Context: an optimization exercise on an open-source flow, tuned for small area and a short achievable clock period. The choices shown serve that exercise and are no tape-out recipe.
Function was checked by simulation only, so behaviour that the tests miss may differ from the original.

==> flow/design.v (outline; a module is shown in full before it is edited, if it fits) <==
// module bfp_product_array: 504 lines
// module bfp_adder_tree: 243 lines
// module fp_normalize: 253 lines
// module bfp_dot_product: 60 lines
module bfp_dot_product (
    input  logic                    i_clk,
    input  logic                    i_reset_n,
    input  logic                    i_valid,
    input  logic [(8 + 16 * (3 + 1))-1:0] i_act,
    input  logic [(8 + 16 * (3 + 1))-1:0] i_weight,
    output logic                    o_valid,
    output logic [(1 + 8 + 23)-1:0]        o_result
);
  // ...
==> flow/flow/run.sh <==
#!/bin/bash
# Own layout flow: the standard ORFS flow, with these changes in how the layout is made:
#  - the port buffers are sky130_fd_sc_hd__buf_1 cells (buffer_ports picks a delay cell otherwise);
#  - synthesis skips the generic ABC pass inside Yosys's synth (SYNTH_ARGS=-noabc), so the
#    full adders are extracted from the design's own gates (fewer inverters); the script
#    is still synth_recipe.tcl, so registers keep their names and cell types;
#  - timing repair aims for extra setup slack (SETUP_SLACK_MARGIN), only on the worst endpoints;
#  - ABC maps for area (ABC_AREA=1), leaving speed to the timing repair;
#  - clock tree synthesis inserts no dummy loads (CTS_ARGS, otherwise ORFS's own arguments).
# The clock period and constraints are the standard flow's, unchanged.
set -euo pipefail
export BUFFER_PORTS_ARGS="-buffer_cell sky130_fd_sc_hd__buf_1"
export SYNTH_ARGS="-noabc"
export SETUP_SLACK_MARGIN=6.7
export TNS_END_PERCENT=${TNS:-5}
export ABC_AREA=1
export CTS_ARGS="-sink_clustering_enable -repair_clock_nets -dont_use_dummy_load"
bash standard.sh > standard.log 2>&1
==> flow/standard.sh <==
#!/bin/bash
# synth_recipe.tcl (not shown) runs the flow's synth.tcl, then flattens the netlist and writes it again
# the make line also repeats each setting of config.mk as NAME=value (left out here)
make -C /OpenROAD-flow-scripts/flow DESIGN_CONFIG=/design/flow/config.mk WORK_HOME=/design/flow/orfs CLKGATE_MAP_FILE= SYNTH_SCRIPT=/design/flow/synth_recipe.tcl "${@:-finish}"
==> flow/config.mk <==
export PLATFORM = sky130hd
export DESIGN_NAME = bfp_dot_product
export DESIGN_NICKNAME = bfp_dot_product
export VERILOG_FILES = /design/flow/design.v
export SDC_FILE = /design/flow/constraint.sdc
export NUM_CORES = 4
export LEC_CHECK = 0
export CAP_MARGIN = 20
export CORE_MARGIN = 2
export CORE_UTILIZATION = 40
export SLEW_MARGIN = 20
==> flow/constraint.sdc <==
create_clock -name core_clock -period 10.5 [get_ports {i_clk}]
set_input_delay 2.1000 -clock core_clock [delete_from_list [all_inputs] [get_ports {i_clk}]]
set_output_delay 2.1000 -clock core_clock [all_outputs]
set_load 0.01 [all_outputs]
==> qor.yml, run 1 <==
finish:
  buffers: 165
  buffer_area_share_pct: 4.502
  multi_input_area_share_pct: 59.06
  top_regs: "bfp_product_array_inst.o_r: 98 flops, s3_res: 21 flops, s2_cut: 19 flops"
  final_common_cell: "nand2_1"
  inv_count: 231
  drive_gt1_share_pct: 5.901
  clk_share_pct: 3.092
  multi_input_gates: 1020
route:
  initialDrtViolationCount: 395
  ant_nets: 0
  vias: 9263
  finalWirelength_mm: 30.55
  route.met2.wl_mm: 16.48
clock_tree:
  numCtsBuffers: 17
  cts_tree: "yes"
timing:
  final.setup.worst_slack_ns: 6.802
  clock.fmax_mhz: 270.4
yosys:
  synth_cells: 1423
  synth-xor-area-share_pct: 8.245
  ys_seq_area_share_pct: 26.12
  yosys.area.top_type: "fa_1"
  netlist_area_sq_um: 12320
  synth_top_family_by_area: "adder cells"
  ys_seq_elements: 160
global_route:
  grtUsageMet2_pct: 37.18
  gr-usage-all-layers_pct: 19.55
hold_path:
  worstHoldStart: "bfp_product_array_inst.o_exp[0]"
  hp-class: "reg2reg"
placed_design:
  place_inst: 1972
  gp_congestion: 0.9105
  dpl.hpwl_mm: 26.71
run_status:
  status: "finished clean"
worst_setup_path:
  path_class: "in2reg"
  crit_buf_inv: 2
  crit_path_end: "bfp_product_array_inst.o_r[89]"
  worstRegToRegCells: 6
  cpMaxStageDelayCell: "fa_1"
floorplanning:
  taps: 396
  die_h_microns: 179.5
flow_run:
  drv_cap: 0
==> run 2: changes to the inputs <==
--- a/flow/flow/run.sh
+++ b/flow/flow/run.sh
@@ -12,5 +12,5 @@
 export BUFFER_PORTS_ARGS="-buffer_cell sky130_fd_sc_hd__buf_1"
 export SYNTH_ARGS="-noabc"
-export SETUP_SLACK_MARGIN=6.7
+export SETUP_SLACK_MARGIN=6.5
 export TNS_END_PERCENT=${TNS:-5}
 export ABC_AREA=1
==> run 2 against run 1 <==
Die area did not move. Routed wire length shrank 1.9%. Critical path depth unchanged. Hold slack worse by 0.0071 ns. Register-to-register slack better by 0.05 ns. Cell area decreased by 0.13%. Highest routed layer unchanged.
==> qor.yml, run 2 <==
run_status:
  status: "finished clean"  # unchanged
worst_setup_path:
  end_kind: "flip-flop"  # unchanged
  crit_top_cell: "fa_1"  # unchanged
  crit_chain: "buf_1 -> inv_1 -> or2_2 -> nand2_1 -> nor2_1 -> fa_1 -> fa_1"  # unchanged
  crit_buf_inv: 2  # unchanged
  worstPathArrival_ns: 4.06  # was 3.99 ns
  cpMaxStageDelayCell: "fa_1"  # unchanged
  cp_max_fo: 8  # unchanged
  reg2reg_from: "bfp_product_array_inst.o_r[82]"  # unchanged
  rrSetupSlack_ns: 7.09  # was 7.04 ns
  cp-startpoint: "i_weight[55]"  # was i_weight[51]
  critPathTopFamily: "adder cells"  # unchanged
  path_class: "in2reg"  # unchanged
  required_ns: 10.79  # about the same
  crit_path_start_kind: "input port"  # unchanged
  crit_path_max_incr_delay_ns: 0.72  # was 0.57 ns
timing:
  post-route-period-util_pct: 35.91  # was 35.22%
  tns_ns: 0  # unchanged
  tightest_slew_ns: 0.6544  # was 0.6557 ns
  relSlewSlack_pct: 56.37  # was 56.28%
  clock-skew-final_ns: 0.02914  # was 0.04457 ns
  drv_slew: 0  # unchanged
  period_minus_slack_ns: 3.771  # was 3.698 ns
  clock.fmax_mhz: 265.2  # was 270.4 MHz
  fin_hold_ws_ns: 0.3188  # was 0.3259 ns
  finalSetupViolCount: 0  # unchanged
  rsz0062_at_grt: "no"  # unchanged
  hold_violations: 0  # unchanged
clock_tree:
  cts_tree: "yes"  # unchanged
  h-tree-depth: 4  # unchanged
  postCtsHoldBufs: 0  # unchanged
  cts_sinks: 160  # unchanged
  clk_pin_slew_ns: 0.06  # about the same
  numCtsBuffers: 17  # unchanged
  clk_latency_ns: 0.43  # was 0.44 ns
  post_cts_resized: 0  # unchanged
  clock_path_buffers: 2  # unchanged
  root_buffer: "clkbuf_16"  # unchanged
  postCtsSetupBuffers: 0  # unchanged
finish:
  fillCellCount: 3022  # was 3035
  final_cell_mix: "329 x nand2_1, 219 x inv_1, 175 x fa_1"  # was 322 x nand2_1, 219 x inv_1, 175 x fa_1
  diodes: 0  # unchanged
  syn_to_final_growth_pct: 11.52  # was 11.66%
  top_regs: "bfp_product_array_inst.o_r: 98 flops, s3_res: 21 flops, s2_cut: 19 flops"  # unchanged
  final_common_cell: "nand2_1"  # unchanged
  multi_input_comb_area_sq_um: 8108  # was 8125 sq um
  largest_reg_flops: 98  # unchanged
  top_register: "bfp_product_array_inst.o_r"  # unchanged
  fin_nets: 1954  # unchanged
  drive_gt1_share_pct: 5.461  # was 5.901%
  seq_area_sq_um: 3218  # unchanged
hold_path:
  worstHoldStart: "bfp_product_array_inst.o_exp[0]"  # unchanged
  hp-class: "reg2reg"  # unchanged
yosys:
  yosysWarnings: 4  # unchanged
  synth_commonest_cells: "329 x nand2_1, 219 x inv_1, 175 x fa_1"  # unchanged
  yosysMostFrequentCell: "nand2_1"  # unchanged
  synth_area_per_cell_sq_um: 8.659  # unchanged
  netlist_area_sq_um: 12320  # unchanged
  synth_top_flop_cell: "dfxtp_1"  # unchanged
  yosys.area.top_type: "fa_1"  # unchanged
  synth_edf_count: 0  # unchanged
  synth_cells: 1423  # unchanged
  synth_cell_types: 50  # unchanged
  synth-async-reset-ratio_pct: 1.875  # unchanged
  synth.top_cell.area_share_pct: 28.43  # unchanged
  synth.area.top_cells: "fa_1 28%, dfxtp_1 26%, nand2_1 10%, inv_1 6.7%, xnor2_1 4.9%"  # unchanged
  ys_seq_area_share_pct: 26.12  # unchanged
  ys_seq_elements: 160  # unchanged
route:
  vias: 9200  # was 9263
  finalWirelength_mm: 29.97  # was 30.55 mm
  firstDrtPassIters: 5  # unchanged
  drt-wirelength-per-cell_microns: 15.07  # was 15.36 microns
  ant_nets: 0  # unchanged
  drc: 0  # unchanged
  initialDrtViolationCount: 453  # was 395
  vias_per_cell: 4.625  # was 4.657
floorplanning:
  rows: 64  # unchanged
  num_io_pins: 180  # unchanged
  die_w_microns: 179.5  # unchanged
  core_area_sq_um: 30430  # unchanged
  initial_core_util_pct: 40.49  # unchanged
  dieArea_sq_um: 32220  # unchanged
  die_h_microns: 179.5  # unchanged
global_route:
  grt_pass1_vias: 9684  # was 9691
  grt_max_degree: 20  # was 21
  grt_pass1_wl_mm: 48.60  # was 49.27 mm
  gr-usage-all-layers_pct: 19.20  # was 19.55%
  grt_overflow_total: 0  # unchanged
  antenna_found_initial: 0  # unchanged
placed_design:
  gp_congestion: 0.9166  # was 0.9105
  place.port_buffers: 165  # unchanged
  dpl.hpwl_mm: 26.26  # was 26.71 mm
flow_run:
  drv_cap: 0  # unchanged
-- run 2: cell types whose count changed in the layout (fill, tap and decap cells not counted) --
| cell | before | now |
|---|---|---|
| nand2_1 | 322 | 329 |
| nand2_2 | 18 | 11 |
-- run 2: cells by family (layout without fill, tap and decap cells) --
family,Yosys count,count (layout),share of synthesized area (%)
and+or+nand+nor,612,612,21.58
buffers and inverters,256,413,8.479
adders and majority gates,212,212,32.19
DFF,160,160,26.12
xor gates and xnor gates,116,116,8.245
AOI/OAI and AO/OA,66,66,3.361
other,1,14,0.03043
-- run 2: through the flow --
step / util, % / instances / cell area (sq um) / worst slack, ns
after CTS: 45.16 / 1989 / 13740 / 6.735
after detailed placement: 43.76 / 1972 / 13320 / 6.307
final: 45.16 / 1989 / 13740 / 6.729
after global placement: 43.76 / 1972 / 13320 / 6.308
after floorplan: - / 1436 / 12370 / 6.654
after global routing: 45.16 / 1989 / 13740 / 6.610
-- run 2: path summary, 6_finish.rpt --
kind / cells past startpoint / endpoint
setup / recovery: 7 / bfp_product_array_inst.o_r[89]
hold / removal: 0 / s2_e0[0]
setup reg to reg: 6 / s2_cut[17]
hold reg to reg: 0 / s2_e0[0]
max in group asynchronous: 1 / v2
min in group asynchronous: 1 / v1
-- run 2: layer usage --
layer,share of wire [%],track usage [%],routed length [microns]
met1,41,22.32,12200
met2,52,35.37,15520
met3,4.1,3.262,1241
met4,3.3,6.927,1002
met5,0,0,0
-- run 2: worst register-to-register path: stages (launching register included) --
cell,delay (ns)
dfxtp_1,0.34
fa_1,0.52
fa_1,0.46
fa_1,0.50
fa_1,0.45
fa_1,0.43
fa_1,0.54
-- run 2: cell type report --
cell class / count / share of cell area (%)
clock buffers: 17 / 3.096
inverters: 231 / 6.365
multi-input cells: 1020 / 59.01
flip-flops and latches: 160 / 23.42
well taps: 396 / 3.606
repair buffers: 165 / 4.507
==> run 3: changes to the inputs <==
--- a/flow/flow/run.sh
+++ b/flow/flow/run.sh
@@ -12,5 +12,5 @@
 export BUFFER_PORTS_ARGS="-buffer_cell sky130_fd_sc_hd__buf_1"
 export SYNTH_ARGS="-noabc"
-export SETUP_SLACK_MARGIN=6.5
+export SETUP_SLACK_MARGIN=6.9
 export TNS_END_PERCENT=${TNS:-5}
 export ABC_AREA=1
==> run 3 against run 2 <==
Still clean. Register-to-register slack got worse by 0.04 ns. Final cell count increased by 0.10%. Routed wire length increased by 4.0%. Fmax increased by 9.1%. Synthesized area unchanged. Worst setup slack improved by 0.32 ns. First-iteration DRC count decreased by 4.0%.
==> qor.yml, run 3 <==
route:
  firstDrtPassIters: 5  # unchanged
  initialDrtViolationCount: 435  # was 453
  vias: 9358  # was 9200
  ant_nets: 0  # unchanged
  drt-wirelength-per-cell_microns: 15.65  # was 15.07 microns
  drc: 0  # unchanged
  finalWirelength_mm: 31.17  # was 29.97 mm
  vias_per_cell: 4.700  # was 4.625
timing:
  hold_violations: 0  # unchanged
  relSlewSlack_pct: 60.58  # was 56.37%
  post-route-period-util_pct: 32.91  # was 35.91%
  tns_ns: 0  # unchanged
  rsz0062_at_grt: "no"  # unchanged
  drv_slew: 0  # unchanged
  period_minus_slack_ns: 3.455  # was 3.771 ns
  tightest_slew_ns: 0.5902  # was 0.6544 ns
  finalSetupViolCount: 0  # unchanged
  clock.fmax_mhz: 289.4  # was 265.2 MHz
  clock-skew-final_ns: 0.03516  # was 0.02914 ns
finish:
  drive_gt1_share_pct: 7.398  # was 5.461%
  design_area_sq_um: 13960  # was 13740 sq um
  fin_nets: 1956  # was 1954
  final_cell_mix: "313 x nand2_1, 218 x inv_1, 171 x fa_1"  # was 329 x nand2_1, 219 x inv_1, 175 x fa_1
  final_common_cell: "nand2_1"  # unchanged
  top_regs: "bfp_product_array_inst.o_r: 98 flops, s3_res: 21 flops, s2_cut: 19 flops"  # unchanged
  syn_to_final_growth_pct: 13.29  # was 11.52%
  diodes: 0  # unchanged
  top_register: "bfp_product_array_inst.o_r"  # unchanged
  largest_reg_flops: 98  # unchanged
global_route:
  grt_overflow_total: 0  # unchanged
  grt_max_degree: 21  # was 20
  gr-usage-met1_pct: 23.90  # was 22.32%
  grtUsageMet2_pct: 37.00  # was 35.37%
  grt_pass1_vias: 9865  # was 9684
  grt_use_met3_pct: 2.654  # was 3.262%
  grt_pass1_wl_mm: 50.73  # was 48.60 mm
  antenna_found_initial: 0  # unchanged
  gr-usage-all-layers_pct: 20.14  # was 19.20%
  grt_busiest_layer: "met2"  # unchanged
clock_tree:
  cts_sinks: 160  # unchanged
  clk_pin_slew_ns: 0.06  # about the same
  clock_path_buffers: 2  # unchanged
  root_buffer: "clkbuf_16"  # unchanged
  numCtsBuffers: 17  # unchanged
  clk_latency_ns: 0.44  # was 0.43 ns
  h-tree-depth: 4  # unchanged
  cts_tree: "yes"  # unchanged
yosys:
  yosysMostFrequentCell: "nand2_1"  # unchanged
  synth.area.top_cells: "fa_1 28%, dfxtp_1 26%, nand2_1 10%, inv_1 6.7%, xnor2_1 4.9%"  # unchanged
  synth.top_cell.area_share_pct: 28.43  # unchanged
  ys_seq_area_share_pct: 26.12  # unchanged
  synth_top_flop_cell: "dfxtp_1"  # unchanged
  netlist_area_sq_um: 12320  # unchanged
  ys_seq_elements: 160  # unchanged
  synth_cell_types: 50  # unchanged
  synth_edf_count: 0  # unchanged
  yosys.area.top_type: "fa_1"  # unchanged
  synth_cells: 1423  # unchanged
  synth_commonest_cells: "329 x nand2_1, 219 x inv_1, 175 x fa_1"  # unchanged
  synth-async-reset-ratio_pct: 1.875  # unchanged
  yosysWarnings: 4  # unchanged
  synth_area_per_cell_sq_um: 8.659  # unchanged
hold_path:
  hp-class: "reg2reg"  # unchanged
  hold_depth: 0  # unchanged
worst_setup_path:
  worstPathArrival_ns: 3.74  # was 4.06 ns
  critPathTopFamily: "adder cells"  # unchanged
  path_class: "in2reg"  # unchanged
  worstRegToRegCells: 6  # unchanged
  cp.depth: 6  # was 7
  crit_path_max_incr_delay_ns: 0.51  # was 0.72 ns
  cpMaxStageDelayCell: "fa_1"  # unchanged
  required_ns: 10.78  # was 10.79 ns
  crit_path_start_kind: "input port"  # unchanged
  end_kind: "flip-flop"  # unchanged
  cp_max_fo: 8  # unchanged
  crit_chain: "buf_1 -> or2_4 -> nand2_4 -> xnor2_1 -> fa_1 -> fa_1"  # was buf_1 -> inv_1 -> or2_2 -> nand2_1 -> nor2_1 -> fa_1 -> fa_1
  crit_top_cell: "fa_1"  # unchanged
  crit_buf_inv: 1  # was 2
run_status:
  status: "finished clean"  # unchanged
placed_design:
  dpl.hpwl_mm: 26.72  # was 26.26 mm
  place.port_buffers: 165  # unchanged
  placed_area_sq_um: 13500  # was 13320 sq um
  gp_congestion: 0.9162  # was 0.9166
flow_run:
  drv_cap: 0  # unchanged
floorplanning:
  initial_core_util_pct: 40.49  # unchanged
  die_h_microns: 179.5  # unchanged
  die_w_microns: 179.5  # unchanged
  core_area_sq_um: 30430  # unchanged
  rows: 64  # unchanged
  dieArea_sq_um: 32220  # unchanged
  num_io_pins: 180  # unchanged
-- run 3: cell count changes in the layout (fill, tap and decap cells not counted), sizes merged --
cell / before / now
inv: 230 / 229
buf: 165 / 167
clkinvlp: 0 / 1
-- run 3: repair_timing --
| action | 4_1_cts | 5_1_grt |
|---|---|---|
| setup buffers | 0 | 2 |
| setup endpoints to repair | 0 | 11 |
| hold buffers | 0 | 0 |
| resized for setup | 0 | 4 |
-- run 3: cells by family (layout without fill, tap and decap cells) --
kind of cell	count (synthesis)	in the layout	share of synthesized area, %
XOR/XNOR	116	116	8.245
buffers and inverters	256	415	8.479
adder cells (fa/ha/maj)	212	212	32.19
AO/OA/AOI/OAI	66	66	3.361
AND/OR/NAND/NOR	612	612	21.58
flip-flops	160	160	26.12
other	1	14	0.03043
-- run 3: metal layers --
metal	routed length, microns	up-vias
met5	0	-
met4	984	0
met3	1173	40
met2	16280	244
met1	12730	4483
li1	-	4591
-- run 3: area by class of cell --
class	count	area, sq um
clock buffers	17	425.4
fillers	3020	16470
inverters	231	880.8
multi-input cells	1020	8305
flip-flops and latches	160	3218
well taps	396	495.5
repair buffers	167	634.4
-- run 3: final timing paths --
kind / start / endpoint / slack [ns]
worst max register to register: bfp_product_array_inst.o_r[82] / s2_cut[17] / 7.05
min in group asynchronous: i_reset_n / o_valid / 1.48
max in group asynchronous: i_reset_n / v1 / 8.87
worst min-delay path: bfp_product_array_inst.o_exp[0] / s2_e0[0] / 0.33
worst min register to register: bfp_product_array_inst.o_exp[0] / s2_e0[0] / 0.33
worst max-delay path: i_act[47] / bfp_product_array_inst.o_r[72] / 7.04
-- run 3: per-stage QoR --
stage	setup slack [ns]	util, %	instances	hold slack, ns
finish	7.045	45.88	1991	0.3290
global route	6.899	45.88	1991	0.3360
CTS	7.027	45.77	1989	0.3293
detailed placement	6.638	44.38	1972	0.3121
global placement	6.648	44.38	1972	0.3129
floorplan	6.864	-	1436	0.3096
==> run 4: changes to the inputs <==
--- a/flow/flow/run.sh
+++ b/flow/flow/run.sh
@@ -12,5 +12,5 @@
 export BUFFER_PORTS_ARGS="-buffer_cell sky130_fd_sc_hd__buf_1"
 export SYNTH_ARGS="-noabc"
-export SETUP_SLACK_MARGIN=6.9
+export SETUP_SLACK_MARGIN=7.0
 export TNS_END_PERCENT=${TNS:-5}
 export ABC_AREA=1
==> run 4 against run 3 <==
Still clean on timing, DRC and antenna. Hold slack lost 0.015 ns. Core utilization grew 0.27 points. Sequential share of layout area shrank 0.13 points. Synthesized cell count is the same. Die area is the same. Synthesized area is the same. Clock skew is essentially flat. Worst setup slack lost 0.035 ns. Critical path type unchanged. Largest cell class unchanged.
==> qor.yml, run 4 <==
placed_design:
  place_ws_ns: 6.593  # was 6.638 ns
  dpl.hpwl_mm: 26.84  # was 26.72 mm
  gp_congestion: 0.8887  # was 0.9162
  place_inst: 1972  # unchanged
  place.port_buffers: 165  # unchanged
clock_tree:
  cts_tree: "yes"  # unchanged
  clk_latency_ns: 0.43  # was 0.44 ns
  clk_pin_slew_ns: 0.06  # about the same
  numCtsBuffers: 17  # unchanged
  cts_sinks: 160  # unchanged
  clock_path_buffers: 2  # unchanged
  root_buffer: "clkbuf_16"  # unchanged
  h-tree-depth: 4  # unchanged
timing:
  clock-skew-final_ns: 0.03526  # was 0.03516 ns
  hold_violations: 0  # unchanged
  tightest_slew_ns: 0.5813  # was 0.5902 ns
  rsz0062_at_grt: "yes"  # was no
  post-route-period-util_pct: 33.24  # was 32.91%
  relSlewSlack_pct: 61.17  # was 60.58%
  clock.fmax_mhz: 286.5  # was 289.4 MHz
  finalSetupViolCount: 0  # unchanged
  final.setup.worst_slack_ns: 7.009  # was 7.045 ns
  period_minus_slack_ns: 3.491  # was 3.455 ns
  tns_ns: 0  # unchanged
  drv_slew: 0  # unchanged
yosys:
  synth_area_per_cell_sq_um: 8.659  # unchanged
  synth_top_flop_cell: "dfxtp_1"  # unchanged
  synth.area.top_cells: "fa_1 28%, dfxtp_1 26%, nand2_1 10%, inv_1 6.7%, xnor2_1 4.9%"  # unchanged
  synth.top_cell.area_share_pct: 28.43  # unchanged
  yosysWarnings: 4  # unchanged
  yosys.area.top_type: "fa_1"  # unchanged
  ys_seq_area_share_pct: 26.12  # unchanged
  synth-async-reset-ratio_pct: 1.875  # unchanged
  synth_cell_types: 50  # unchanged
  ys_seq_elements: 160  # unchanged
  netlist_area_sq_um: 12320  # unchanged
  synth_edf_count: 0  # unchanged
  synth_commonest_cells: "329 x nand2_1, 219 x inv_1, 175 x fa_1"  # unchanged
  yosysMostFrequentCell: "nand2_1"  # unchanged
  synth_cells: 1423  # unchanged
worst_setup_path:
  path_class: "in2reg"  # unchanged
  end_kind: "flip-flop"  # unchanged
  cp_max_fo: 8  # unchanged
  worstPathArrival_ns: 3.78  # was 3.74 ns
  crit_path_start_kind: "input port"  # unchanged
  required_ns: 10.79  # was 10.78 ns
global_route:
  grt_pass1_wl_mm: 49.78  # was 50.73 mm
  grt_pass1_vias: 9762  # was 9865
  grt_max_degree: 21  # unchanged
  gr-usage-all-layers_pct: 19.75  # was 20.14%
  antenna_found_initial: 1  # was 0
  grt_overflow_total: 0  # unchanged
flow_run:
  drv_cap: 0  # unchanged
finish:
  top_register: "bfp_product_array_inst.o_r"  # unchanged
  fillCellCount: 2985  # was 3020
  top_regs: "bfp_product_array_inst.o_r: 98 flops, s3_res: 21 flops, s2_cut: 19 flops"  # unchanged
  final_common_cell: "nand2_1"  # unchanged
  fin_cells: 1989  # was 1991
  final_cell_mix: "312 x nand2_1, 218 x inv_1, 167 x fa_1"  # was 313 x nand2_1, 218 x inv_1, 171 x fa_1
  final_util_pct: 46.14  # was 45.88%
  syn_to_final_growth_pct: 13.95  # was 13.29%
  largest_reg_flops: 98  # unchanged
  drive_gt1_share_pct: 8.098  # was 7.398%
  seq_area_sq_um: 3218  # unchanged
  fin_nets: 1954  # was 1956
  diodes: 0  # unchanged
  multi_input_comb_area_sq_um: 8406  # was 8305 sq um
route:
  drc: 0  # unchanged
  firstDrtPassIters: 5  # unchanged
  initialDrtViolationCount: 472  # was 435
  vias_per_cell: 4.657  # was 4.700
  ant_nets: 0  # unchanged
  drt-wirelength-per-cell_microns: 15.55  # was 15.65 microns
  vias: 9263  # was 9358
  finalWirelength_mm: 30.93  # was 31.17 mm
hold_path:
  hp-class: "reg2reg"  # unchanged
floorplanning:
  rows: 64  # unchanged
  core_area_sq_um: 30430  # unchanged
  die_w_microns: 179.5  # unchanged
  dieArea_sq_um: 32220  # unchanged
  num_io_pins: 180  # unchanged
  die_h_microns: 179.5  # unchanged
  initial_core_util_pct: 40.49  # unchanged
run_status:
  status: "finished clean"  # unchanged
-- run 4: per-stage QoR --
step                hold slack (ns)  instance area, sq um
floorplan                    0.3096                 12660
detailed placement           0.3121                 13600
CTS                          0.3196                 14030
global route                 0.3247                 14040
finish                       0.3144                 14040
global placement             0.3121                 13600
-- run 4: metal layers --
metal | vias to the layer above | GRT usage [%] | share of wire [%]
li1 | 4598 | - | -
met5 | - | 0 | 0.048
met4 | 2 | 6.374 | 2.8
met2 | 237 | 36.18 | 52
met1 | 4380 | 23.74 | 41
met3 | 46 | 2.877 | 3.5
-- run 4: repair_timing --
action | in CTS | in global routing
setup buffers | 0 | 0
resized for setup | 0 | 5
endpoints found under the setup margin | 0 | 13
hold buffers | 0 | 0
-- run 4: cell type report --
class	instances	area share, %
clock buffer	17	3.030
inverter	231	6.247
multi-input combinational	1020	59.86
sequential	160	22.92
tap	396	3.529
timing repair buffer	165	4.411
-- run 4: worst paths after layout --
kind                                                start                        endpoint  slack, ns  cells past startpoint
min reg2reg                 bfp_product_array_inst.o_r[0]                       s2_cut[0]       0.31                      0
max in group asynchronous                       i_reset_n                              v2       8.86                      1
max                                           i_weight[7]  bfp_product_array_inst.o_r[17]       7.01                      7
min in group asynchronous                       i_reset_n                              v1       1.48                      1
max reg2reg                bfp_product_array_inst.o_r[82]                      s2_cut[17]       7.13                      6
min                         bfp_product_array_inst.o_r[0]                       s2_cut[0]       0.31                      0
-- run 4: worst max-delay path, stage by stage --
cell	delay, ns
buf_1	0.09
inv_1	0.06
or2_4	0.25
nand2_4	0.16
nor2_1	0.09
fa_1	0.59
fa_1	0.44
-- run 4: kinds of logic after synthesis --
| group | after synthesis | synth area share [%] |
|---|---|---|
| AOI/OAI and AO/OA | 66 | 3.361 |
| xor gates and xnor gates | 116 | 8.245 |
| adders and majority gates | 212 | 32.19 |
| buffers and inverters | 256 | 8.479 |
| DFF | 160 | 26.12 |
| other | 1 | 0.03043 |
| and+or+nand+nor | 612 | 21.58 |
==> run 5: changes to the inputs <==
--- a/flow/flow/run.sh
+++ b/flow/flow/run.sh
@@ -12,5 +12,5 @@
 export BUFFER_PORTS_ARGS="-buffer_cell sky130_fd_sc_hd__buf_1"
 export SYNTH_ARGS="-noabc"
-export SETUP_SLACK_MARGIN=7.0
+export SETUP_SLACK_MARGIN=6.85
 export TNS_END_PERCENT=${TNS:-5}
 export ABC_AREA=1
==> run 5 against run 4 <==
Still clean on timing, DRC and antenna. Hold slack gained 0.010 ns. Critical path depth unchanged. First-iteration DRC count down 17%. Core utilization shrank 0.49 points. Worst setup slack better by 0.0062 ns. Clock skew increased by 0.0028 ns. Non-clock buffer count unchanged. Cell area down 1.1%. Via count is 1.4% lower. Synthesized area did not move. Largest cell class unchanged.
==> qor.yml, run 5 <==
timing:
  post-route-period-util_pct: 33.18  # was 33.24%
  tns_ns: 0  # unchanged
  finalSetupViolCount: 0  # unchanged
  clock.fmax_mhz: 287.0  # was 286.5 MHz
  period_minus_slack_ns: 3.484  # was 3.491 ns
  rsz0062_at_grt: "no"  # was yes
  clock-skew-final_ns: 0.03804  # was 0.03526 ns
  relSlewSlack_pct: 60.31  # was 61.17%
  final.setup.worst_slack_ns: 7.016  # was 7.009 ns
  drv_slew: 0  # unchanged
  hold_violations: 0  # unchanged
  tightest_slew_ns: 0.5941  # was 0.5813 ns
global_route:
  grt_pass1_wl_mm: 49.25  # was 49.78 mm
  grt_max_degree: 20  # was 21
  antenna_found_initial: 0  # was 1
  gr-usage-all-layers_pct: 19.58  # was 19.75%
  grt_overflow_total: 0  # unchanged
  grt_pass1_vias: 9514  # was 9762
yosys:
  yosysWarnings: 4  # unchanged
  ys_seq_elements: 160  # unchanged
  synth-async-reset-ratio_pct: 1.875  # unchanged
  synth_cell_types: 50  # unchanged
  synth_edf_count: 0  # unchanged
  synth_commonest_cells: "329 x nand2_1, 219 x inv_1, 175 x fa_1"  # unchanged
  synth.area.top_cells: "fa_1 28%, dfxtp_1 26%, nand2_1 10%, inv_1 6.7%, xnor2_1 4.9%"  # unchanged
  netlist_area_sq_um: 12320  # unchanged
  synth.top_cell.area_share_pct: 28.43  # unchanged
  synth_area_per_cell_sq_um: 8.659  # unchanged
  synth_top_flop_cell: "dfxtp_1"  # unchanged
  synth_cells: 1423  # unchanged
  ys_seq_area_share_pct: 26.12  # unchanged
  yosysMostFrequentCell: "nand2_1"  # unchanged
  yosys.area.top_type: "fa_1"  # unchanged
route:
  ant_nets: 0  # unchanged
  vias_per_cell: 4.593  # was 4.657
  firstDrtPassIters: 5  # unchanged
  initialDrtViolationCount: 392  # was 472
  drc: 0  # unchanged
  finalWirelength_mm: 30.72  # was 30.93 mm
  vias: 9135  # was 9263
  drt-wirelength-per-cell_microns: 15.45  # was 15.55 microns
clock_tree:
  clk_pin_slew_ns: 0.05  # was 0.06 ns
  cts_tree: "yes"  # unchanged
  root_buffer: "clkbuf_16"  # unchanged
  numCtsBuffers: 17  # unchanged
  cts_sinks: 160  # unchanged
  postCtsSetupBuffers: 0  # unchanged
  h-tree-depth: 4  # unchanged
  clock_path_buffers: 2  # unchanged
  clk_latency_ns: 0.45  # was 0.43 ns
  post_cts_resized: 0  # unchanged
  postCtsHoldBufs: 0  # unchanged
placed_design:
  place.port_buffers: 165  # unchanged
  gp_congestion: 0.9097  # was 0.8887
  dpl.hpwl_mm: 26.61  # was 26.84 mm
  place_ws_ns: 6.584  # was 6.593 ns
hold_path:
  hp-class: "reg2reg"  # unchanged
run_status:
  status: "finished clean"  # unchanged
finish:
  fin_nets: 1954  # unchanged
  final_common_cell: "nand2_1"  # unchanged
  drive_gt1_share_pct: 6.529  # was 8.098%
  syn_to_final_growth_pct: 12.75  # was 13.95%
  diodes: 0  # unchanged
  largest_reg_flops: 98  # unchanged
  top_register: "bfp_product_array_inst.o_r"  # unchanged
  top_regs: "bfp_product_array_inst.o_r: 98 flops, s3_res: 21 flops, s2_cut: 19 flops"  # unchanged
  final_util_pct: 45.66  # was 46.14%
  final_cell_mix: "313 x nand2_1, 219 x inv_1, 175 x fa_1"  # was 312 x nand2_1, 218 x inv_1, 167 x fa_1
worst_setup_path:
  required_ns: 10.80  # was 10.79 ns
  cp_max_fo: 8  # unchanged
  worstPathArrival_ns: 3.78  # about the same
  path_class: "in2reg"  # unchanged
  end_kind: "flip-flop"  # unchanged
  rrSetupSlack_ns: 7.06  # was 7.13 ns
  crit_path_start_kind: "input port"  # unchanged
floorplanning:
  die_w_microns: 179.5  # unchanged
  dieArea_sq_um: 32220  # unchanged
  core_area_sq_um: 30430  # unchanged
  rows: 64  # unchanged
  die_h_microns: 179.5  # unchanged
  num_io_pins: 180  # unchanged
  initial_core_util_pct: 40.49  # unchanged
flow_run:
  drv_cap: 0  # unchanged
run 5: layer usage:
layer | routed length, microns | GRT usage, % | up-vias | part of all wire (%)
met5 | 0 | 0 | - | 0
met3 | 828 | 2.269 | 35 | 2.7
li1 | - | - | 4587 | -
met4 | 868 | 7.057 | 0 | 2.8
met2 | 15810 | 35.42 | 185 | 51
met1 | 13220 | 24.01 | 4328 | 43
run 5: critical path, stage by stage:
cell,delay [ns]
buf_1,0.07
inv_1,0.05
or2_4,0.24
nand2_4,0.15
nor2_1,0.08
fa_1,0.58
fa_1,0.51
run 5: stage by stage:
| stage | instance area [sq um] | hold WS [ns] | instances |
|---|---|---|---|
| 2_1_floorplan | 12510 | 0.3096 | 1436 |
| 3_3_place_gp | 13460 | 0.3132 | 1972 |
| 3_5_place_dp | 13460 | 0.3128 | 1972 |
| 4_1_cts | 13880 | 0.3249 | 1989 |
| 5_1_grt | 13890 | 0.3295 | 1989 |
| 6_report | 13890 | 0.3247 | 1989 |
run 5: logic make-up after synthesis:
logic type | share of synthesized area, %
compound gates | 3.361
flops | 26.12
other cells | 0.03043
xor+xnor | 8.245
buf+inv | 8.479
simple gates | 21.58
fa+ha+maj | 32.19
run 5: final cells by class:
type	instances	area, sq um
fillers	3020	16540
multi-input cells	1020	8260
flip-flops and latches	160	3218
inverters	231	874.6
repair buffers	165	619.3
well taps	396	495.5
clock buffers	17	425.4
run 5: worst paths after layout:
kind	startpoint	end	cells past startpoint
worst max register to register	bfp_product_array_inst.o_r[82]	s2_cut[17]	6
worst max-delay path	i_weight[47]	bfp_product_array_inst.o_r[89]	7
max in group asynchronous	i_reset_n	v2	1
min in group asynchronous	i_reset_n	o_valid	1
worst min-delay path	bfp_product_array_inst.o_r[1]	s2_cut[1]	0
worst min register to register	bfp_product_array_inst.o_r[1]	s2_cut[1]	0
==> run 6: changes to the inputs <==
--- a/flow/flow/run.sh
+++ b/flow/flow/run.sh
@@ -13,5 +13,5 @@
 export SYNTH_ARGS="-noabc"
 export SETUP_SLACK_MARGIN=6.85
-export TNS_END_PERCENT=${TNS:-5}
+export TNS_END_PERCENT=1
 export ABC_AREA=1
 export CTS_ARGS="-sink_clustering_enable -repair_clock_nets -dont_use_dummy_load"
==> run 6 against run 5 <==
Critical path type unchanged. Worst setup slack did not move. Fmax unchanged. Core utilization is the same. Via count did not move. Synthesized cell count is the same. Die area unchanged.
==> qor.yml, run 6 <==
floorplanning:
  core_area_sq_um: 30430  # unchanged
  dieArea_sq_um: 32220  # unchanged
  rows: 64  # unchanged
  die_w_microns: 179.5  # unchanged
  num_io_pins: 180  # unchanged
  die_h_microns: 179.5  # unchanged
  initial_core_util_pct: 40.49  # unchanged
worst_setup_path:
  crit_path_max_incr_delay_ns: 0.58  # about the same
  critPathTopFamily: "adder cells"  # unchanged
  path_class: "in2reg"  # unchanged
  cpMaxStageDelayCell: "fa_1"  # unchanged
  crit_buf_inv: 2  # unchanged
  worstRegToRegCells: 6  # unchanged
  worstPathArrival_ns: 3.78  # about the same
  end_kind: "flip-flop"  # unchanged
  required_ns: 10.80  # about the same
  crit_chain: "buf_1 -> inv_1 -> or2_4 -> nand2_4 -> nor2_1 -> fa_1 -> fa_1"  # unchanged
  cp_max_fo: 8  # unchanged
  cp.depth: 7  # unchanged
  crit_path_start_kind: "input port"  # unchanged
  crit_top_cell: "fa_1"  # unchanged
clock_tree:
  cts_tree: "yes"  # unchanged
  postCtsSetupBuffers: 0  # unchanged
  postCtsHoldBufs: 0  # unchanged
  clk_latency_ns: 0.45  # about the same
  clk_pin_slew_ns: 0.05  # about the same
  h-tree-depth: 4  # unchanged
  root_buffer: "clkbuf_16"  # unchanged
  post_cts_resized: 0  # unchanged
  clock_path_buffers: 2  # unchanged
  numCtsBuffers: 17  # unchanged
  cts_sinks: 160  # unchanged
route:
  vias: 9135  # unchanged
  initialDrtViolationCount: 392  # unchanged
  firstDrtPassIters: 5  # unchanged
  vias_per_cell: 4.593  # unchanged
  drt-wirelength-per-cell_microns: 15.45  # unchanged
  ant_nets: 0  # unchanged
  drc: 0  # unchanged
  finalWirelength_mm: 30.72  # unchanged
timing:
  tightest_slew_ns: 0.5941  # unchanged
  finalSetupViolCount: 0  # unchanged
  period_minus_slack_ns: 3.484  # unchanged
  fin_hold_ws_ns: 0.3247  # unchanged
  final.setup.worst_slack_ns: 7.016  # unchanged
  tns_ns: 0  # unchanged
  post-route-period-util_pct: 33.18  # unchanged
  hold_violations: 0  # unchanged
  clock.fmax_mhz: 287.0  # unchanged
  rsz0062_at_grt: "no"  # unchanged
  drv_slew: 0  # unchanged
  relSlewSlack_pct: 60.31  # unchanged
  clock-skew-final_ns: 0.03804  # unchanged
placed_design:
  dpl.hpwl_mm: 26.61  # unchanged
  place_ws_ns: 6.584  # unchanged
  placed_area_sq_um: 13460  # unchanged
  place.port_buffers: 165  # unchanged
  gp_congestion: 0.9097  # unchanged
yosys:
  synth_area_per_cell_sq_um: 8.659  # unchanged
  ys_seq_area_share_pct: 26.12  # unchanged
  synth-async-reset-ratio_pct: 1.875  # unchanged
  yosys.area.top_type: "fa_1"  # unchanged
  synth_top_flop_cell: "dfxtp_1"  # unchanged
  synth.top_cell.area_share_pct: 28.43  # unchanged
  yosysMostFrequentCell: "nand2_1"  # unchanged
  yosysWarnings: 4  # unchanged
  synth_cell_types: 50  # unchanged
  netlist_area_sq_um: 12320  # unchanged
  synth_cells: 1423  # unchanged
  ys_seq_elements: 160  # unchanged
  synth_commonest_cells: "329 x nand2_1, 219 x inv_1, 175 x fa_1"  # unchanged
  synth_edf_count: 0  # unchanged
  synth.area.top_cells: "fa_1 28%, dfxtp_1 26%, nand2_1 10%, inv_1 6.7%, xnor2_1 4.9%"  # unchanged
run_status:
  status: "finished clean"  # unchanged
finish:
  top_register: "bfp_product_array_inst.o_r"  # unchanged
  final_common_cell: "nand2_1"  # unchanged
  fin_nets: 1954  # unchanged
  largest_reg_flops: 98  # unchanged
  syn_to_final_growth_pct: 12.75  # unchanged
  design_area_sq_um: 13890  # unchanged
  final_cell_mix: "313 x nand2_1, 219 x inv_1, 175 x fa_1"  # unchanged
  top_regs: "bfp_product_array_inst.o_r: 98 flops, s3_res: 21 flops, s2_cut: 19 flops"  # unchanged
  drive_gt1_share_pct: 6.529  # unchanged
  diodes: 0  # unchanged
hold_path:
  hp-class: "reg2reg"  # unchanged
  hold_depth: 0  # unchanged
global_route:
  grt_overflow_total: 0  # unchanged
  gr-usage-all-layers_pct: 19.58  # unchanged
  grt_pass1_vias: 9514  # unchanged
  antenna_found_initial: 0  # unchanged
  grt_pass1_wl_mm: 49.25  # unchanged
  grt_max_degree: 20  # unchanged
flow_run:
  drv_cap: 0  # unchanged
## run 6: cell counts after synthesis
Identical to the previous run, type by type.
## run 6: area by class of cell
cell class              instances  area [sq um]
flip-flops and latches        160          3218
well taps                     396         495.5
inverters                     231         874.6
fillers                      3020         16540
repair buffers                165         619.3
clock buffers                  17         425.4
multi-input cells            1020          8260
## run 6: worst paths after layout
| kind | start | endpoint | slack, ns |
|---|---|---|---|
| max in group asynchronous | i_reset_n | v2 | 8.88 |
| worst max-delay path | i_weight[47] | bfp_product_array_inst.o_r[89] | 7.02 |
| worst min register to register | bfp_product_array_inst.o_r[1] | s2_cut[1] | 0.32 |
| worst min-delay path | bfp_product_array_inst.o_r[1] | s2_cut[1] | 0.32 |
| worst max register to register | bfp_product_array_inst.o_r[82] | s2_cut[17] | 7.06 |
| min in group asynchronous | i_reset_n | o_valid | 1.47 |
## run 6: routing by layer
layer / vias to the layer above / global-route usage [%] / wire [microns]
li1: 4587 / - / -
met1: 4328 / 24.01 / 13220
met2: 185 / 35.42 / 15810
met3: 35 / 2.269 / 828
met4: 0 / 7.057 / 868
met5: - / 0 / 0
## run 6: kinds of logic (layout without fill, tap and decap cells)
group,Yosys count,in the layout,synth area share (%)
simple gates,612,612,21.58
other cells,1,14,0.03043
flops,160,160,26.12
compound gates,66,66,3.361
fa+ha+maj,212,212,32.19
xor+xnor,116,116,8.245
buf+inv,256,413,8.479
## run 6: through the flow
step / cells / util (%)
floorplan: 1436 / -
global placement: 1972 / 44.23
detailed placement: 1972 / 44.23
CTS: 1989 / 45.63
global route: 1989 / 45.66
finish: 1989 / 45.66

## separate check: timing with driven ports
No port has a modelled driver above. Below, the same layouts with a new extraction and two added sets of constraints. Step 1: set_driving_cell puts a clkbuf_16 on i_clk and a buf_2 on each other input, an assumption about the parent block. Step 2, shift: input delay + t, output delay - t, t = (earliest + latest rising clock arrival at the registers) / 2. This alone moves slack from input paths to output paths. a / b / c = no drivers / after step 1 / after step 2; a / b = the first two.
| run | t, ns | setup slack, ns | latest minus earliest clock arrival (ns) |
|---|---|---|---|
| run 1 | 0.465 | 6.802 / 6.830 / 6.365 | 0.052 / 0.052 |
| run 2 | 0.465 | 6.729 / 6.753 / 6.288 | 0.032 / 0.032 |
| run 3 | 0.468 | 7.045 / 7.047 / 6.605 | 0.042 / 0.042 |
| run 4 | 0.462 | 7.009 / 7.034 / 6.572 | 0.041 / 0.041 |
| run 5 | 0.480 | 7.016 / 7.042 / 6.562 | 0.038 / 0.038 |
| run 6 | 0.480 | 7.016 / 7.042 / 6.562 | 0.038 / 0.038 |
After both steps every run listed still meets setup and hold.
